Source: an optimization exercise on an open RTL-to-GDS flow (aim: small area, a short achievable clock period and few clock cycles per item). Production flows keep margins and buffers that such runs may drop.
Power and IR drop assume default switching activity.

==> inputs of try-violet <==
==> flow/design.v <==
module playfair_digraph_cipher_top (
  input  logic         clk,
  input  logic         rst_n,
  input  logic         cfg_we,
  input  logic [2:0]   cfg_index,
  input  logic [24:0]  cfg_data,
  input  logic         in_valid,
  output logic         in_ready,
  input  logic [4:0]   in_letter,
  input  logic         in_final,
  output logic         out_valid,
  input  logic         out_ready,
  output logic [4:0]   out_letter,
  output logic         out_letter_valid,
  output logic         out_eom,
  output logic         out_odd_error
);
  function automatic logic [4:0] fold_j(input logic [4:0] v);
    fold_j = (v == 5'd9) ? 5'd8 : v;
  endfunction
  function automatic logic [2:0] step_idx(input logic [2:0] i, input logic back);
    logic [2:0] res;
    if (back) begin
      res = (i == 3'd0) ? 3'd4 : i - 3'd1;
    end else begin
      res = (i == 3'd4) ? 3'd0 : i + 3'd1;
    end
    step_idx = res;
  endfunction
  logic         dec_r;
  logic [4:0]   fill_r;      
  logic [124:0] sq_r;        
  always_ff @(posedge clk) begin
    if (!rst_n || (cfg_we && cfg_index == 3'd0)) begin
      dec_r <= cfg_data[0] & rst_n;
    end
    for (int r = 0; r < 5; r++) begin
      if (!rst_n || (cfg_we && cfg_index == 3'(r + 1))) begin
        sq_r[r*25 +: 25] <= cfg_data & {25{rst_n}};
      end
    end
    if (!rst_n || (cfg_we && cfg_index == 3'd6)) begin
      fill_r <= rst_n ? fold_j(cfg_data[4:0]) : 5'd23;
    end
  end
  logic [1:0] fx_r;
  always_ff @(posedge clk) begin
    if (!rst_n) begin
      fx_r <= 2'd0;
    end else if (cfg_we) begin
      fx_r <= 2'd1;
    end else if (fx_r != 2'd0) begin
      fx_r <= fx_r + 2'd1;
    end
  end
  logic       a_v_r, s_v_r;
  logic [4:0] a_let_r, s_let_r;
  logic       a_fin_r, s_fin_r;
  logic       accept;
  logic       cons;          
  logic [4:0] in_fold;
  logic       in_ready_r;
  logic       s_v_nxt;
  assign in_ready = in_ready_r;
  assign accept   = in_valid && in_ready;
  assign in_fold  = fold_j(in_letter);
  logic [24:0] hit;
  logic [4:0]  rowhit;
  logic [2:0]  colidx [5];
  logic [2:0]  loc_r, loc_c;
  always_comb begin
    for (int i = 0; i < 25; i++) begin
      hit[i] = (sq_r[i*5 +: 5] == a_let_r);
    end
    for (int r = 0; r < 5; r++) begin
      rowhit[r] = |hit[r*5 +: 5];
      colidx[r] = 3'd0;
      for (int c = 4; c >= 0; c--) begin
        if (hit[r*5 + c]) colidx[r] = 3'(c);
      end
    end
    loc_r = 3'd0;
    for (int r = 4; r >= 0; r--) begin
      if (rowhit[r]) loc_r = 3'(r);
    end
    loc_c = colidx[0];
    for (int r = 4; r >= 0; r--) begin
      if (rowhit[r]) loc_c = colidx[r];
    end
  end
  logic       pend_v_r;
  logic [4:0] pend_let_r;
  logic [5:0] pend_pos_r;
  logic [5:0] fill_pos_r;
  logic       j_v_r;
  logic [5:0] j_p1_r, j_p2_r;
  logic       j_dec_r, j_mark_r, j_last_r, j_twice_r;
  logic       j_done;
  logic       need_job;
  logic       same;
  logic [5:0] nj_p1, nj_p2;
  logic       nj_mark, nj_twice;
  logic       pend_v_nxt;
  assign same     = (pend_let_r == a_let_r);
  assign need_job = a_fin_r || pend_v_r;
  assign cons     = a_v_r && (!need_job || !j_v_r || j_done);
  assign s_v_nxt = (!a_v_r || cons) ? 1'b0 : (s_v_r || accept);
  always_comb begin
    nj_p1      = pend_pos_r;
    nj_p2      = {loc_r, loc_c};
    nj_mark    = 1'b0;
    nj_twice   = 1'b0;
    pend_v_nxt = 1'b0;
    if (!pend_v_r) begin
      nj_p1 = {loc_r, loc_c};
      nj_p2 = fill_pos_r;
      if (!a_fin_r) pend_v_nxt = 1'b1;
      nj_mark = dec_r;
    end else if (!dec_r && same) begin
      nj_p2      = fill_pos_r;
      nj_twice   = a_fin_r;
      pend_v_nxt = !a_fin_r;
    end
  end
  always_ff @(posedge clk) begin
    if (!rst_n) begin
      a_v_r    <= 1'b0;
      s_v_r    <= 1'b0;
      in_ready_r <= 1'b1;
      pend_v_r <= 1'b0;
      fill_pos_r <= 6'd0;
    end else begin
      if (!a_v_r || cons) begin
        a_v_r <= s_v_r || accept;
      end
      s_v_r      <= s_v_nxt;
      in_ready_r <= !s_v_nxt && !cfg_we && (fx_r == 2'd0 || fx_r == 2'd3);
      if (cons) begin
        pend_v_r <= pend_v_nxt;
      end
      if (fx_r == 2'd2) begin
        fill_pos_r <= {loc_r, loc_c};
      end
    end
  end
  always_ff @(posedge clk) begin
    if (fx_r == 2'd1) begin
      a_let_r <= fill_r;
    end else if (fx_r == 2'd2) begin
      a_let_r <= pend_let_r;
    end else if (!a_v_r || cons) begin
      a_let_r <= s_v_r ? s_let_r : in_fold;
      a_fin_r <= s_v_r ? s_fin_r : in_final;
    end
    if (a_v_r && !cons && accept) begin
      s_let_r <= in_fold;
      s_fin_r <= in_final;
    end
    if (cons && !pend_v_r) begin
      pend_let_r <= a_let_r;
    end
    if ((cons && !pend_v_r) || fx_r == 2'd3) begin
      pend_pos_r <= {loc_r, loc_c};
    end
  end
  logic       adv;           
  logic [1:0] s_r;           
  logic       r_v_r, r_x_r, r_dec_r, r_mark_r, r_last_r;
  logic [2:0] r_row_r, r_col_r;
  logic       yp_v_r;        
  logic [4:0] yp_let_r;
  logic       yp_lv_r, yp_eom_r;
  logic       yk_r;          
  logic       o_v_r;
  logic [7:0] o_r;           
  assign adv    = !o_v_r || out_ready;
  assign j_done = j_v_r && adv && s_r[0] && (!j_twice_r || s_r[1]);
  logic       eqr, eqc, back;
  logic [2:0] r1, c1, r2, c2;
  logic [2:0] rd_r, rd_c;
  logic [24:0] row_sel;
  logic [4:0] rd_let;
  logic       keep;
  assign {r1, c1} = j_p1_r;
  assign {r2, c2} = j_p2_r;
  assign eqr      = (r1 == r2);
  assign eqc      = (c1 == c2);
  assign back     = j_dec_r;
  always_comb begin
    if (!s_r[0]) begin
      rd_r = (!eqr && eqc) ? step_idx(r2, back) : r2;
      rd_c = eqr ? step_idx(c2, back) : (eqc ? c2 : c1);
    end else begin
      rd_r = (!eqr && eqc) ? step_idx(r1, back) : r1;
      rd_c = eqr ? step_idx(c1, back) : (eqc ? c1 : c2);
    end
  end
  always_comb begin
    case (r_row_r)
      3'd0:    row_sel = sq_r[24:0];
      3'd1:    row_sel = sq_r[49:25];
      3'd2:    row_sel = sq_r[74:50];
      3'd3:    row_sel = sq_r[99:75];
      default: row_sel = sq_r[124:100];
    endcase
    case (r_col_r)
      3'd0:    rd_let = row_sel[4:0];
      3'd1:    rd_let = row_sel[9:5];
      3'd2:    rd_let = row_sel[14:10];
      3'd3:    rd_let = row_sel[19:15];
      default: rd_let = row_sel[24:20];
    endcase
  end
  assign keep = (rd_let != fill_r);
  always_ff @(posedge clk) begin
    if (!rst_n) begin
      j_v_r  <= 1'b0;
      s_r    <= 2'd0;
      r_v_r  <= 1'b0;
      yp_v_r <= 1'b0;
      o_v_r  <= 1'b0;
    end else begin
      if (cons && need_job) begin
        j_v_r <= 1'b1;
      end else if (j_done) begin
        j_v_r <= 1'b0;
      end
      if (adv) begin
        if (j_v_r) begin
          s_r <= j_done ? 2'd0 : s_r + 2'd1;
        end
        r_v_r <= j_v_r;
        if (!r_v_r || !r_x_r) begin
          o_v_r  <= yp_v_r;
          yp_v_r <= 1'b0;
        end else if (r_mark_r) begin
          o_v_r  <= 1'b1;
          yp_v_r <= 1'b0;
        end else begin
          o_v_r  <= !r_dec_r || keep;
          yp_v_r <= !r_dec_r || yk_r || (r_last_r && !keep);
        end
      end
    end
  end
  always_ff @(posedge clk) begin
    if (cons && need_job) begin
      j_p1_r    <= nj_p1;
      j_p2_r    <= nj_p2;
      j_dec_r   <= dec_r;
      j_mark_r  <= nj_mark;
      j_last_r  <= a_fin_r;
      j_twice_r <= nj_twice;
    end
    if (adv) begin
      r_x_r    <= s_r[0];
      r_row_r  <= rd_r;
      r_col_r  <= rd_c;
      r_dec_r  <= j_dec_r;
      r_mark_r <= j_mark_r;
      r_last_r <= j_last_r && (!j_twice_r || s_r[1]);
      if (!r_v_r || !r_x_r) begin
        o_r <= {yp_let_r, yp_lv_r, yp_eom_r, 1'b0};
        if (r_v_r) begin
          yp_let_r <= rd_let;
          yk_r     <= keep;
        end
      end else if (r_mark_r) begin
        o_r <= 8'b00000_0_1_1;
      end else begin
        o_r <= {rd_let, 1'b1, r_last_r && r_dec_r && !yk_r, 1'b0};
        if (!r_dec_r || yk_r) begin
          yp_lv_r  <= 1'b1;
          yp_eom_r <= r_last_r;
        end else begin
          yp_let_r <= 5'd0;
          yp_lv_r  <= 1'b0;
          yp_eom_r <= 1'b1;
        end
      end
    end
  end
  assign out_valid        = o_v_r;
  assign out_letter       = o_r[7:3];
  assign out_letter_valid = o_r[2];
  assign out_eom          = o_r[1];
  assign out_odd_error    = o_r[0];
endmodule
==> flow/run.sh <==
#!/bin/bash
# synth_recipe.tcl (not shown) runs the flow's synth.tcl, then flattens the netlist and writes it again
# the make line also repeats each setting of config.mk as NAME=value (left out here)
make -C /OpenROAD-flow-scripts/flow DESIGN_CONFIG=/design/flow/config.mk WORK_HOME=/design/flow/orfs CLKGATE_MAP_FILE= SYNTH_SCRIPT=/design/flow/synth_recipe.tcl finish
==> flow/config.mk <==
export PLATFORM = sky130hd
export DESIGN_NAME = playfair_digraph_cipher_top
export DESIGN_NICKNAME = playfair_digraph_cipher_top
export VERILOG_FILES = /design/flow/design.v
export SDC_FILE = /design/flow/constraint.sdc
export NUM_CORES = 4
export LEC_CHECK = 0
export ABC_AREA = 1
export CAP_MARGIN = 20
export CORE_MARGIN = 2
export CORE_UTILIZATION = 60
export PLACE_DENSITY = 0.75
export SETUP_SLACK_MARGIN = 4.6
export SLEW_MARGIN = 20
==> flow/constraint.sdc <==
create_clock -name core_clock -period 7.0 [get_ports {clk}]
set_input_delay 1.4000 -clock core_clock [delete_from_list [all_inputs] [get_ports {clk}]]
set_output_delay 1.4000 -clock core_clock [all_outputs]
set_load 0.01 [all_outputs]
==> inputs of try-fjord, as changes to try-violet <==
--- a/flow/design.v
+++ b/flow/design.v
@@ -60,7 +60,5 @@
   logic       cons;          
   logic [4:0] in_fold;
-  logic       in_ready_r;
-  logic       s_v_nxt;
-  assign in_ready = in_ready_r;
+  assign in_ready = !s_v_r && (fx_r == 2'd0);
   assign accept   = in_valid && in_ready;
   assign in_fold  = fold_j(in_letter);
@@ -105,5 +103,4 @@
   assign need_job = a_fin_r || pend_v_r;
   assign cons     = a_v_r && (!need_job || !j_v_r || j_done);
-  assign s_v_nxt = (!a_v_r || cons) ? 1'b0 : (s_v_r || accept);
   always_comb begin
     nj_p1      = pend_pos_r;
@@ -127,5 +124,4 @@
       a_v_r    <= 1'b0;
       s_v_r    <= 1'b0;
-      in_ready_r <= 1'b1;
       pend_v_r <= 1'b0;
       fill_pos_r <= 6'd0;
@@ -133,7 +129,8 @@
       if (!a_v_r || cons) begin
         a_v_r <= s_v_r || accept;
-      end
-      s_v_r      <= s_v_nxt;
-      in_ready_r <= !s_v_nxt && !cfg_we && (fx_r == 2'd0 || fx_r == 2'd3);
+        s_v_r <= 1'b0;
+      end else if (accept) begin
+        s_v_r <= 1'b1;
+      end
       if (cons) begin
         pend_v_r <= pend_v_nxt;
@@ -166,6 +163,4 @@
   logic       adv;           
   logic [1:0] s_r;           
-  logic       r_v_r, r_x_r, r_dec_r, r_mark_r, r_last_r;
-  logic [2:0] r_row_r, r_col_r;
   logic       yp_v_r;        
   logic [4:0] yp_let_r;
@@ -182,4 +177,5 @@
   logic [4:0] rd_let;
   logic       keep;
+  logic       eff_last;
   assign {r1, c1} = j_p1_r;
   assign {r2, c2} = j_p2_r;
@@ -187,4 +183,5 @@
   assign eqc      = (c1 == c2);
   assign back     = j_dec_r;
+  assign eff_last = j_last_r && (!j_twice_r || s_r[1]);
   always_comb begin
     if (!s_r[0]) begin
@@ -195,7 +192,5 @@
       rd_c = eqr ? step_idx(c1, back) : (eqc ? c1 : c2);
     end
-  end
-  always_comb begin
-    case (r_row_r)
+    case (rd_r)
       3'd0:    row_sel = sq_r[24:0];
       3'd1:    row_sel = sq_r[49:25];
@@ -204,5 +199,5 @@
       default: row_sel = sq_r[124:100];
     endcase
-    case (r_col_r)
+    case (rd_c)
       3'd0:    rd_let = row_sel[4:0];
       3'd1:    rd_let = row_sel[9:5];
@@ -217,5 +212,4 @@
       j_v_r  <= 1'b0;
       s_r    <= 2'd0;
-      r_v_r  <= 1'b0;
       yp_v_r <= 1'b0;
       o_v_r  <= 1'b0;
@@ -230,14 +224,13 @@
           s_r <= j_done ? 2'd0 : s_r + 2'd1;
         end
-        r_v_r <= j_v_r;
-        if (!r_v_r || !r_x_r) begin
+        if (!j_v_r || !s_r[0]) begin
           o_v_r  <= yp_v_r;
           yp_v_r <= 1'b0;
-        end else if (r_mark_r) begin
+        end else if (j_mark_r) begin
           o_v_r  <= 1'b1;
           yp_v_r <= 1'b0;
         end else begin
-          o_v_r  <= !r_dec_r || keep;
-          yp_v_r <= !r_dec_r || yk_r || (r_last_r && !keep);
+          o_v_r  <= !j_dec_r || keep;
+          yp_v_r <= !j_dec_r || yk_r || (eff_last && !keep);
         end
       end
@@ -254,23 +247,17 @@
     end
     if (adv) begin
-      r_x_r    <= s_r[0];
-      r_row_r  <= rd_r;
-      r_col_r  <= rd_c;
-      r_dec_r  <= j_dec_r;
-      r_mark_r <= j_mark_r;
-      r_last_r <= j_last_r && (!j_twice_r || s_r[1]);
-      if (!r_v_r || !r_x_r) begin
+      if (!j_v_r || !s_r[0]) begin
         o_r <= {yp_let_r, yp_lv_r, yp_eom_r, 1'b0};
-        if (r_v_r) begin
+        if (j_v_r) begin
           yp_let_r <= rd_let;
           yk_r     <= keep;
         end
-      end else if (r_mark_r) begin
+      end else if (j_mark_r) begin
         o_r <= 8'b00000_0_1_1;
       end else begin
-        o_r <= {rd_let, 1'b1, r_last_r && r_dec_r && !yk_r, 1'b0};
-        if (!r_dec_r || yk_r) begin
+        o_r <= {rd_let, 1'b1, eff_last && j_dec_r && !yk_r, 1'b0};
+        if (!j_dec_r || yk_r) begin
           yp_lv_r  <= 1'b1;
-          yp_eom_r <= r_last_r;
+          yp_eom_r <= eff_last;
         end else begin
           yp_let_r <= 5'd0;
Settings changed: ABC_AREA 1 to not set, CORE_UTILIZATION 60 to 25, PLACE_DENSITY 0.75 to 0.45, SETUP_SLACK_MARGIN 4.6 to not set.
==> results.txt <==
Result of the run: try-fjord complete, no violations; try-violet complete, no violations
R2r worst-path depth: try-fjord 10; try-violet 16
Total of clock buffers placed in the layout: try-fjord 25; try-violet 28
Vertical die dimension: try-fjord 215.2 um; try-violet 142.6 um
Actual transition at the worst max-transition pin: try-fjord 1068 ps; try-violet 707.9 ps
Clock group total power: try-fjord 1.13 mW; try-violet 1.26 mW
Final layout net count: try-fjord 1035; try-violet 1441
Post-Route Hold Slack: try-fjord 491.5 ps; try-violet 426.0 ps
Fraction of the mapped netlist area in compound gates: try-fjord 9.518%; try-violet 8.282%
Highest attainable clock frequency: try-fjord 203.6 MHz; try-violet 380.7 MHz
Cell-internal power: try-fjord 2.395 mW; try-violet 2.798 mW
Most frequent cell after synthesis: try-fjord edfxtp_1; try-violet nand2_1
Power share of the sequential group: try-fjord 44.7%; try-violet 39.2%
Combined flip-flop and latch cell area: try-fjord 5906 sq um; try-violet 6247 sq um
Final core area utilization: try-fjord 29.32%; try-violet 80.33%
Worst hold endpoint: try-fjord s_r[1]; try-violet r_mark_r
Total clock buffers created by CTS: try-fjord 23; try-violet 22
Arrival time at the worst endpoint: try-fjord 5190 ps; try-violet 2890 ps
FF-to-FF End: try-fjord yk_r; try-violet j_p2_r[0]
RePlAce Congestion: try-fjord 0.8431; try-violet 0.9993
Synth unique cells: try-fjord 79; try-violet 52
Worst path setup slack after routing: try-fjord 2087 ps; try-violet 4373 ps
Buffer count from post-CTS setup fixing: try-fjord 0; try-violet 85
Share of the yosys chip area belonging to registers: try-fjord 52.98%; try-violet 54.18%
Flip-flop and latch count: try-fjord 202; try-violet 214
No run of this note included a check of the RTL's function; only the layout flow was run.

## re-timing with driven ports
The flow's constraints put no driver on any port. The routed layouts listed below were extracted and timed again, unchanged, in two steps.
Step 1: set_driving_cell puts a clkbuf_16 on clk and a buf_2 on each other input, an assumption about the parent block.
Step 2 moves the port delays by t, midway between the first and last clock arrival at a register: inputs arrive t later, outputs are due t later. That takes back most of the time a late clock gives input paths.
a / b / c = no drivers / after step 1 / after step 2; a / b = the first two.
| run | t, ns | setup WS [ns] | hold slack, ns |
|---|---|---|---|
| try-violet | 0.552 | 4.373 / 4.373 / 3.940 | 0.426 / 0.426 / 0.426 |
| try-fjord | 0.573 | 2.087 / 2.087 / 2.087 | 0.492 / 0.492 / 0.492 |
After both steps every run listed still meets setup and hold. The setup slack of try-violet, which loses most, moves by 0.000 ns with the drivers and by -0.433 ns with both steps.
